This design comes from an exercise in tuning for small area, a short achievable clock period and few clock cycles per item on the open sky130 flow, not from production work. Function was checked by simulation only, so behaviour that the tests miss may differ from the original.

== before ==
==> flow/design.v (excerpt) <==
module matvec_top (
  input  logic                 CLOCK_50,
  input  logic                 KEY,
  input  logic [9:0]           SW,
  output logic [9:0]           LEDR,
  output logic [6:0]           HEX0,
  output logic [6:0]           HEX1,
  output logic [6:0]           HEX2,
  output logic [6:0]           HEX3,
  output logic [6:0]           HEX4,
  output logic [6:0]           HEX5,
  output logic                 mem_rd,
  output logic [31:0]          mem_addr,
  input  logic                 mem_rsp_valid,
  input  logic [63:0]          mem_rsp_data
);
For scale: roughly 1,800 cells after synthesis, about 160 I/O pins, ~23,000 µm² of cells after synthesis.
export LEC_CHECK = 0
export CAP_MARGIN = 20
export CORE_MARGIN = 2
export CORE_UTILIZATION = 40
export CTS_BUF_LIST = sky130_fd_sc_hd__clkbuf_8
export CTS_CLUSTER_DIAMETER = 80
export CTS_CLUSTER_SIZE = 18
export SETUP_SLACK_MARGIN = 4.0
export SLEW_MARGIN = 20
create_clock -name core_clock -period 10.0 [get_ports {CLOCK_50}]
standard.sh (not shown) runs the stock make flow with config.mk's settings and CLKGATE_MAP_FILE= SYNTH_SCRIPT=/design/flow/synth_recipe.tcl, a recipe that flattens the netlist after the stock synthesis.
==> flow/flow/run.sh <==
#!/bin/bash
# Layout flow: the standard flow, with one step added after synthesis.
# Yosys's full-adder extraction leaves an inverter between many pairs of full
# adders; fixpol.py picks each adder's polarity (a full adder is self-dual) so
# that most of them go, then a combinational equivalence check (flip-flops
# cut) must pass or the netlist is left as synthesis wrote it. Port buffers
# are plain buffers instead of the delay cells the placer picks by default.
# Each tool's output goes to a log of its own in this folder.
set -euo pipefail
W=$(pwd)
R=$W/orfs/results/$FLOW_PLATFORM/matvec_top/base
LIB=$FLOW_HOME/platforms/$FLOW_PLATFORM/lib/sky130_fd_sc_hd__tt_025C_1v80.lib
export BUFFER_PORTS_ARGS="-buffer_cell sky130_fd_sc_hd__buf_2"
# the clock tree without dummy loads
export CTS_ARGS="-sink_clustering_enable -repair_clock_nets -sink_clustering_size 18 -sink_clustering_max_diameter 80 -buf_list sky130_fd_sc_hd__clkbuf_8 -dont_use_dummy_load"

bash standard.sh synth > synth.log 2>&1

cp "$R/1_2_yosys.v" "$W/synth_netlist.v"
if python3 flow/fixpol.py "$W/synth_netlist.v" "$W/fixpol_netlist.v" > fixpol.log 2>&1; then
  mkdir -p "$W/cec"
  python3 flow/cutflops.py "$W/synth_netlist.v" "$W/cec/a.v" >> fixpol.log 2>&1
  python3 flow/cutflops.py "$W/fixpol_netlist.v" "$W/cec/b.v" >> fixpol.log 2>&1
  for x in a b; do
    yosys -q -p "read_liberty -ignore_miss_func $LIB; read_verilog $W/cec/$x.v; hierarchy -top $FLOW_TOP; flatten; techmap; opt_clean; setundef -zero; write_blif $W/cec/$x.blif" > "cec_yosys_$x.log" 2>&1
  done
  yosys-abc -c "cec $W/cec/a.blif $W/cec/b.blif" > cec.log 2>&1 || true
  if grep -q "Networks are equivalent" cec.log; then
    cp "$W/fixpol_netlist.v" "$R/1_2_yosys.v"
    echo "fixpol netlist used" >> fixpol.log
  else
    echo "equivalence not shown: synthesis netlist kept" >> fixpol.log
  fi
fi

bash standard.sh do-1_synth > synth_odb.log 2>&1
bash standard.sh finish > layout.log 2>&1
Other scripts of this flow, unchanged in this note and not shown: flow/flow/cutflops.py, flow/flow/fixpol.py
before finished end to end and its layout was clean on timing, DRC and antenna.
Testbench counts of before, summed over its fixed seeds: cycles 6,535, items 256.
For after, these inputs were changed with respect to before:
- SETUP_SLACK_MARGIN changed from 4.0 to 3.5
- In after, the aggregate global-route resource usage came out 0.60 points below the value in before.
- In after, the met2 track demand over resource in global routing came out 1.1 points below the value in before.
- before → after: final setup slack of the worst path has decreased; die area level; core utilization of the finished layout decreased 2.1 points.
- after against before: fmax lower; number of cells on the critical path lower; pre-CTS setup slack higher.

---

== exp/maple ==
matvec_top again, from the RTL that the note above started with.
Settings: LEC_CHECK=0, CAP_MARGIN=20, CORE_MARGIN=2, CORE_UTILIZATION=40, CTS_BUF_LIST=sky130_fd_sc_hd__clkbuf_8, CTS_CLUSTER_DIAMETER=80, CTS_CLUSTER_SIZE=18, SETUP_SLACK_MARGIN=3.75, SLEW_MARGIN=20; clock period 10.0 ns.
==> flow/flow/run.sh <==
#!/bin/bash
# Layout flow: the standard flow, with two steps added after synthesis.
# 1. Yosys's full-adder extraction leaves an inverter between many pairs of
#    full adders; fixpol.py picks each adder's polarity (a full adder is
#    self-dual) so that most of them go.
# 2. The display logic (fan-in of the HEX ports back to the flip-flops) is
#    mapped again by ABC on its own, with ORFS's own ABC speed script.
# A combinational equivalence check (flip-flops cut) against synthesis's own
# netlist must pass, or the netlist is left as synthesis wrote it. Flip-flops
# are not touched. Port buffers are plain buffers instead of the delay cells
# the placer picks by default, and the clock tree has no dummy loads.
# Each tool's output goes to a log of its own in this folder.
set -euo pipefail
W=$(pwd)
R=$W/orfs/results/$FLOW_PLATFORM/matvec_top/base
LIB=$FLOW_HOME/platforms/$FLOW_PLATFORM/lib/sky130_fd_sc_hd__tt_025C_1v80.lib
export BUFFER_PORTS_ARGS="-buffer_cell sky130_fd_sc_hd__buf_2"
# the clock tree without dummy loads
export CTS_ARGS="-sink_clustering_enable -repair_clock_nets -sink_clustering_size 18 -sink_clustering_max_diameter 80 -buf_list sky130_fd_sc_hd__clkbuf_8 -dont_use_dummy_load"

bash standard.sh synth > synth.log 2>&1

cp "$R/1_2_yosys.v" "$W/synth_netlist.v"
cp "$W/synth_netlist.v" "$W/new_netlist.v"
python3 flow/fixpol.py "$W/synth_netlist.v" "$W/fixpol_netlist.v" > fixpol.log 2>&1 && cp "$W/fixpol_netlist.v" "$W/new_netlist.v"

# the display logic (the fan-in of the HEX ports back to the flip-flops) mapped again by ABC
python3 flow/cone.py "$W/new_netlist.v" HEX > resyn_cells.txt 2> resyn.log || true
if [[ -s resyn_cells.txt ]]; then
  SEL=$(sed 's/^/c:/' resyn_cells.txt | tr '\n' ' ')
  # the platform's don't-use cells (all lpflow and probe cells) stay out
  DU=$(grep -o 'cell *( *"*sky130_fd_sc_hd__\(lpflow\|probe\)[a-z0-9_]*' "$LIB" | sed 's/.*sky130/sky130/' | sort -u | sed 's/^/-dont_use /' | tr '\n' ' ')
  cat > resyn.ys <<EOS
read_liberty -ignore_miss_func $LIB
read_verilog $W/new_netlist.v
hierarchy -top $FLOW_TOP
cd $FLOW_TOP
setattr -set keep_hierarchy 1 t:*
setattr -unset keep_hierarchy $SEL
cd ..
flatten
delete t:\$scopeinfo
opt_clean -purge
abc -script $FLOW_HOME/scripts/abc_speed.script -liberty $LIB $DU -D 800
opt_clean -purge
write_verilog -noattr -selected $W/resyn_all.v
EOS
  if yosys -q -l resyn_yosys.log resyn.ys > /dev/null 2>&1; then
    python3 -c "import re,sys; s=open(sys.argv[1]).read(); m=re.search(r'module '+sys.argv[3]+r'\(.*?endmodule\n', s, re.S); open(sys.argv[2],'w').write(m.group(0))" "$W/resyn_all.v" "$W/resyn_netlist.v" "$FLOW_TOP" >> resyn.log 2>&1 \
      && ! grep -q "lpflow\|probe" "$W/resyn_netlist.v" && cp "$W/resyn_netlist.v" "$W/new_netlist.v"
  fi
fi

# combinational equivalence with the flip-flops cut, against synthesis's own netlist
mkdir -p "$W/cec"
python3 flow/cutflops.py "$W/synth_netlist.v" "$W/cec/a.v" >> cec.log 2>&1
python3 flow/cutflops.py "$W/new_netlist.v" "$W/cec/b.v" >> cec.log 2>&1
for x in a b; do
  yosys -q -p "read_liberty -ignore_miss_func $LIB; read_verilog $W/cec/$x.v; hierarchy -top $FLOW_TOP; flatten; techmap; opt_clean; setundef -zero; write_blif $W/cec/$x.blif" > "cec_yosys_$x.log" 2>&1
done
yosys-abc -c "cec $W/cec/a.blif $W/cec/b.blif" >> cec.log 2>&1 || true
if grep -q "Networks are equivalent" cec.log; then
  cp "$W/new_netlist.v" "$R/1_2_yosys.v"
  echo "new netlist used" >> cec.log
else
  echo "equivalence not shown: synthesis netlist kept" >> cec.log
fi

bash standard.sh do-1_synth > synth_odb.log 2>&1
bash standard.sh finish > layout.log 2>&1
Other scripts of this flow, unchanged in this note and not shown: flow/flow/cone.py, flow/flow/cutflops.py, flow/flow/fixpol.py
exp/maple ran to completion and came out clean on the timing, DRC and antenna checks.
Testbench counts of exp/maple, summed over its fixed seeds: cycles 6,535, items 256.
For exp/quartz, these inputs were changed with respect to exp/maple:
- SETUP_SLACK_MARGIN: 3.75 -> 4.5
-- flow/flow/run.sh --
<<< exp/maple, line 5
#    self-dual) so that most of them go.
# 2. The display logic (fan-in of the HEX ports back to the flip-flops) is
#    mapped again by ABC on its own, with ORFS's own ABC speed script.
# A combinational equivalence check (flip-flops cut) against synthesis's own
# netlist must pass, or the netlist is left as synthesis wrote it. Flip-flops
>>> exp/quartz, line 5
#    self-dual) so that most of them go.
# 2. The display logic (fan-in of the HEX ports back to the flip-flops) is
#    mapped again by ABC on its own.
# A combinational equivalence check (flip-flops cut) against synthesis's own
# netlist must pass, or the netlist is left as synthesis wrote it. Flip-flops
<<< exp/maple, line 42
delete t:\$scopeinfo
opt_clean -purge
abc -script $FLOW_HOME/scripts/abc_speed.script -liberty $LIB $DU -D 800
opt_clean -purge
write_verilog -noattr -selected $W/resyn_all.v
>>> exp/quartz, line 42
delete t:\$scopeinfo
opt_clean -purge
abc  -liberty $LIB $DU -D 800
opt_clean -purge
write_verilog -noattr -selected $W/resyn_all.v
[summary]
| wire length | exp/quartz vs exp/maple | 11% higher |
exp/quartz improves on exp/maple in final worst setup slack.
In exp/quartz, share of post-route cells with drive strength above 1 is higher than in exp/maple.
Taking exp/maple as the reference point, the total number of placement rows of exp/quartz falls by 1.1%.
What exp/amber does differently from exp/quartz at the input level:
- swapping 4.5 for 4.0 in SETUP_SLACK_MARGIN
- swapping 40 for 65 in CORE_UTILIZATION
- putting PLACE_DENSITY at 0.75 where nothing was set
-- flow/flow/run.sh --
<<< exp/quartz, line 5
#    self-dual) so that most of them go.
# 2. The display logic (fan-in of the HEX ports back to the flip-flops) is
#    mapped again by ABC on its own.
# A combinational equivalence check (flip-flops cut) against synthesis's own
# netlist must pass, or the netlist is left as synthesis wrote it. Flip-flops
>>> exp/amber, line 5
#    self-dual) so that most of them go.
# 2. The display logic (fan-in of the HEX ports back to the flip-flops) is
#    mapped again by ABC on its own, with ORFS's own ABC speed script.
# A combinational equivalence check (flip-flops cut) against synthesis's own
# netlist must pass, or the netlist is left as synthesis wrote it. Flip-flops
<<< exp/quartz, line 42
delete t:\$scopeinfo
opt_clean -purge
abc  -liberty $LIB $DU -D 800
opt_clean -purge
write_verilog -noattr -selected $W/resyn_all.v
>>> exp/amber, line 42
delete t:\$scopeinfo
opt_clean -purge
abc -script $FLOW_HOME/scripts/abc_speed.script -liberty $LIB $DU -D 800
opt_clean -purge
write_verilog -noattr -selected $W/resyn_all.v
==> comparison <==
- Delta(number of detailed-routing iterations run before antenna repair, exp/amber - exp/quartz) > 0
- | core utilization of the finished layout | lower: exp/quartz |
- The cell count along the critical path reported for exp/amber is smaller than that of exp/quartz by 2.
- On number of global-route vias before repair: between exp/quartz and exp/amber, it ends up lower for exp/amber.
- [exp/amber vs exp/quartz] non-clock buffer count: lower in exp/amber
- When exp/amber is set beside exp/quartz, its initial antenna violation count turns out to be 1 smaller.
Input changes introduced in exp/umber (baseline for comparison: exp/amber):
- swapping 65 for 40 in CORE_UTILIZATION
- clearing PLACE_DENSITY, which used to be 0.75
-- flow/flow/run.sh --
<<< exp/amber, line 4
#    full adders; fixpol.py picks each adder's polarity (a full adder is
#    self-dual) so that most of them go.
# 2. The display logic (fan-in of the HEX ports back to the flip-flops) is
#    mapped again by ABC on its own, with ORFS's own ABC speed script.
# A combinational equivalence check (flip-flops cut) against synthesis's own
# netlist must pass, or the netlist is left as synthesis wrote it. Flip-flops
>>> exp/umber, line 4
#    full adders; fixpol.py picks each adder's polarity (a full adder is
#    self-dual) so that most of them go.
# 2. All logic but the flip-flops and the full and half adders is mapped
#    again by ABC, on its own.
# A combinational equivalence check (flip-flops cut) against synthesis's own
# netlist must pass, or the netlist is left as synthesis wrote it. Flip-flops
<<< exp/amber, line 25
python3 flow/fixpol.py "$W/synth_netlist.v" "$W/fixpol_netlist.v" > fixpol.log 2>&1 && cp "$W/fixpol_netlist.v" "$W/new_netlist.v"

# the display logic (the fan-in of the HEX ports back to the flip-flops) mapped again by ABC
python3 flow/cone.py "$W/new_netlist.v" HEX > resyn_cells.txt 2> resyn.log || true
if [[ -s resyn_cells.txt ]]; then
>>> exp/umber, line 25
python3 flow/fixpol.py "$W/synth_netlist.v" "$W/fixpol_netlist.v" > fixpol.log 2>&1 && cp "$W/fixpol_netlist.v" "$W/new_netlist.v"

# all logic but the full and half adders mapped again by ABC
python3 flow/cone.py "$W/new_netlist.v" HEX > resyn_cells.txt 2> resyn.log || true
if [[ -s resyn_cells.txt ]]; then
<<< exp/amber, line 37
cd $FLOW_TOP
setattr -set keep_hierarchy 1 t:*
setattr -unset keep_hierarchy $SEL
cd ..
flatten
delete t:\$scopeinfo
opt_clean -purge
abc -script $FLOW_HOME/scripts/abc_speed.script -liberty $LIB $DU -D 800
opt_clean -purge
write_verilog -noattr -selected $W/resyn_all.v
>>> exp/umber, line 37
cd $FLOW_TOP
setattr -set keep_hierarchy 1 t:*
setattr -unset keep_hierarchy t:* t:sky130_fd_sc_hd__fa_* %d t:sky130_fd_sc_hd__ha_* %d t:sky130_fd_sc_hd__*df* %d t:sky130_fd_sc_hd__conb* %d
cd ..
flatten
delete t:\$scopeinfo
opt_clean -purge
abc  -liberty $LIB $DU -D 800
opt_clean -purge
write_verilog -noattr -selected $W/resyn_all.v
==> comparison <==
Each of the runs, namely exp/amber and exp/umber, reached the end of the flow and came out clean.
Delta (exp/umber minus exp/amber): number of non-clock buffers in the layout +22%, period utilization +0.72 points, critical path depth +6.
The final reports for exp/umber and exp/amber show core occupancy in the finished layout lower in the former.
The capture point of the critical path comes out HEX3[3] in one run and HEX1[5] in the other, namely in exp/umber and exp/amber respectively.
The inputs of exp/xenon differ from those of exp/umber as listed below.
-- flow/flow/run.sh --
<<< exp/umber, line 4
#    full adders; fixpol.py picks each adder's polarity (a full adder is
#    self-dual) so that most of them go.
# 2. All logic but the flip-flops and the full and half adders is mapped
#    again by ABC, on its own.
# A combinational equivalence check (flip-flops cut) against synthesis's own
# netlist must pass, or the netlist is left as synthesis wrote it. Flip-flops
>>> exp/xenon, line 4
#    full adders; fixpol.py picks each adder's polarity (a full adder is
#    self-dual) so that most of them go.
# 2. The display logic (fan-in of the HEX ports back to the flip-flops) is
#    mapped again by ABC on its own, with ORFS's own ABC speed script.
# A combinational equivalence check (flip-flops cut) against synthesis's own
# netlist must pass, or the netlist is left as synthesis wrote it. Flip-flops
<<< exp/umber, line 25
python3 flow/fixpol.py "$W/synth_netlist.v" "$W/fixpol_netlist.v" > fixpol.log 2>&1 && cp "$W/fixpol_netlist.v" "$W/new_netlist.v"

# all logic but the full and half adders mapped again by ABC
python3 flow/cone.py "$W/new_netlist.v" HEX > resyn_cells.txt 2> resyn.log || true
if [[ -s resyn_cells.txt ]]; then
>>> exp/xenon, line 25
python3 flow/fixpol.py "$W/synth_netlist.v" "$W/fixpol_netlist.v" > fixpol.log 2>&1 && cp "$W/fixpol_netlist.v" "$W/new_netlist.v"

# the display logic (the fan-in of the HEX ports back to the flip-flops) mapped again by ABC
python3 flow/cone.py "$W/new_netlist.v" HEX > resyn_cells.txt 2> resyn.log || true
if [[ -s resyn_cells.txt ]]; then
<<< exp/umber, line 37
cd $FLOW_TOP
setattr -set keep_hierarchy 1 t:*
setattr -unset keep_hierarchy t:* t:sky130_fd_sc_hd__fa_* %d t:sky130_fd_sc_hd__ha_* %d t:sky130_fd_sc_hd__*df* %d t:sky130_fd_sc_hd__conb* %d
cd ..
flatten
delete t:\$scopeinfo
opt_clean -purge
abc  -liberty $LIB $DU -D 800
opt_clean -purge
write_verilog -noattr -selected $W/resyn_all.v
>>> exp/xenon, line 37
cd $FLOW_TOP
setattr -set keep_hierarchy 1 t:*
setattr -unset keep_hierarchy $SEL
cd ..
flatten
delete t:\$scopeinfo
opt_clean -purge
abc -script $FLOW_HOME/scripts/abc_speed.script -liberty $LIB $DU -D 800
opt_clean -purge
write_verilog -noattr -selected $W/resyn_all.v
Findings:
Synthesized cell count in exp/xenon vs exp/umber: down 1.3%. Cell with the largest stage delay on the worst path = sky130_fd_sc_hd__a2111oi_1: exp/xenon; cell with the largest stage delay on the worst path = sky130_fd_sc_hd__or3_4: exp/umber. exp/xenon ended with more maximum frequency than exp/umber. Measured against each other, exp/umber and exp/xenon differ in global-route usage, the higher figure coming from exp/umber.

==> static timing again, ports no longer ideal <==
The results above use ideal ports. As a check the final layouts listed here were re-extracted and re-timed, cells and wires unchanged. Step 1, drivers: a clkbuf_16 drives CLOCK_50 and a buf_2 each remaining input, both assumed. Step 2 moves the port delays by t, midway between the first and last clock arrival at a register: inputs arrive t later, outputs are due t later. That takes back most of the time a late clock gives input paths. Slacks: no drivers / after step 1 / after step 2; pairs: no drivers / after step 1.
run | t, ns | slack for setup (ns) | worst hold slack (ns)
before | 0.633 | 3.785 / 3.708 / 3.520 | 0.467 / 0.467 / 0.467
after | 0.635 | 3.604 / 3.578 / 3.480 | 0.496 / 0.496 / 0.496
exp/maple | 0.635 | 3.854 / 3.825 / 3.477 | 0.434 / 0.434 / 0.434
exp/quartz | 0.649 | 4.146 / 3.956 / 3.819 | 0.504 / 0.504 / 0.504
exp/amber | 0.585 | 3.958 / 3.935 / 3.514 | 0.480 / 0.480 / 0.480
exp/umber | 0.624 | 3.886 / 3.782 / 3.506 | 0.495 / 0.495 / 0.495
exp/xenon | 0.627 | 4.078 / 4.028 / 3.521 | 0.454 / 0.454 / 0.454
After both steps every run listed still meets setup and hold. The setup slack of exp/xenon, which loses most, moves by -0.050 ns with the drivers and by -0.557 ns with both steps.
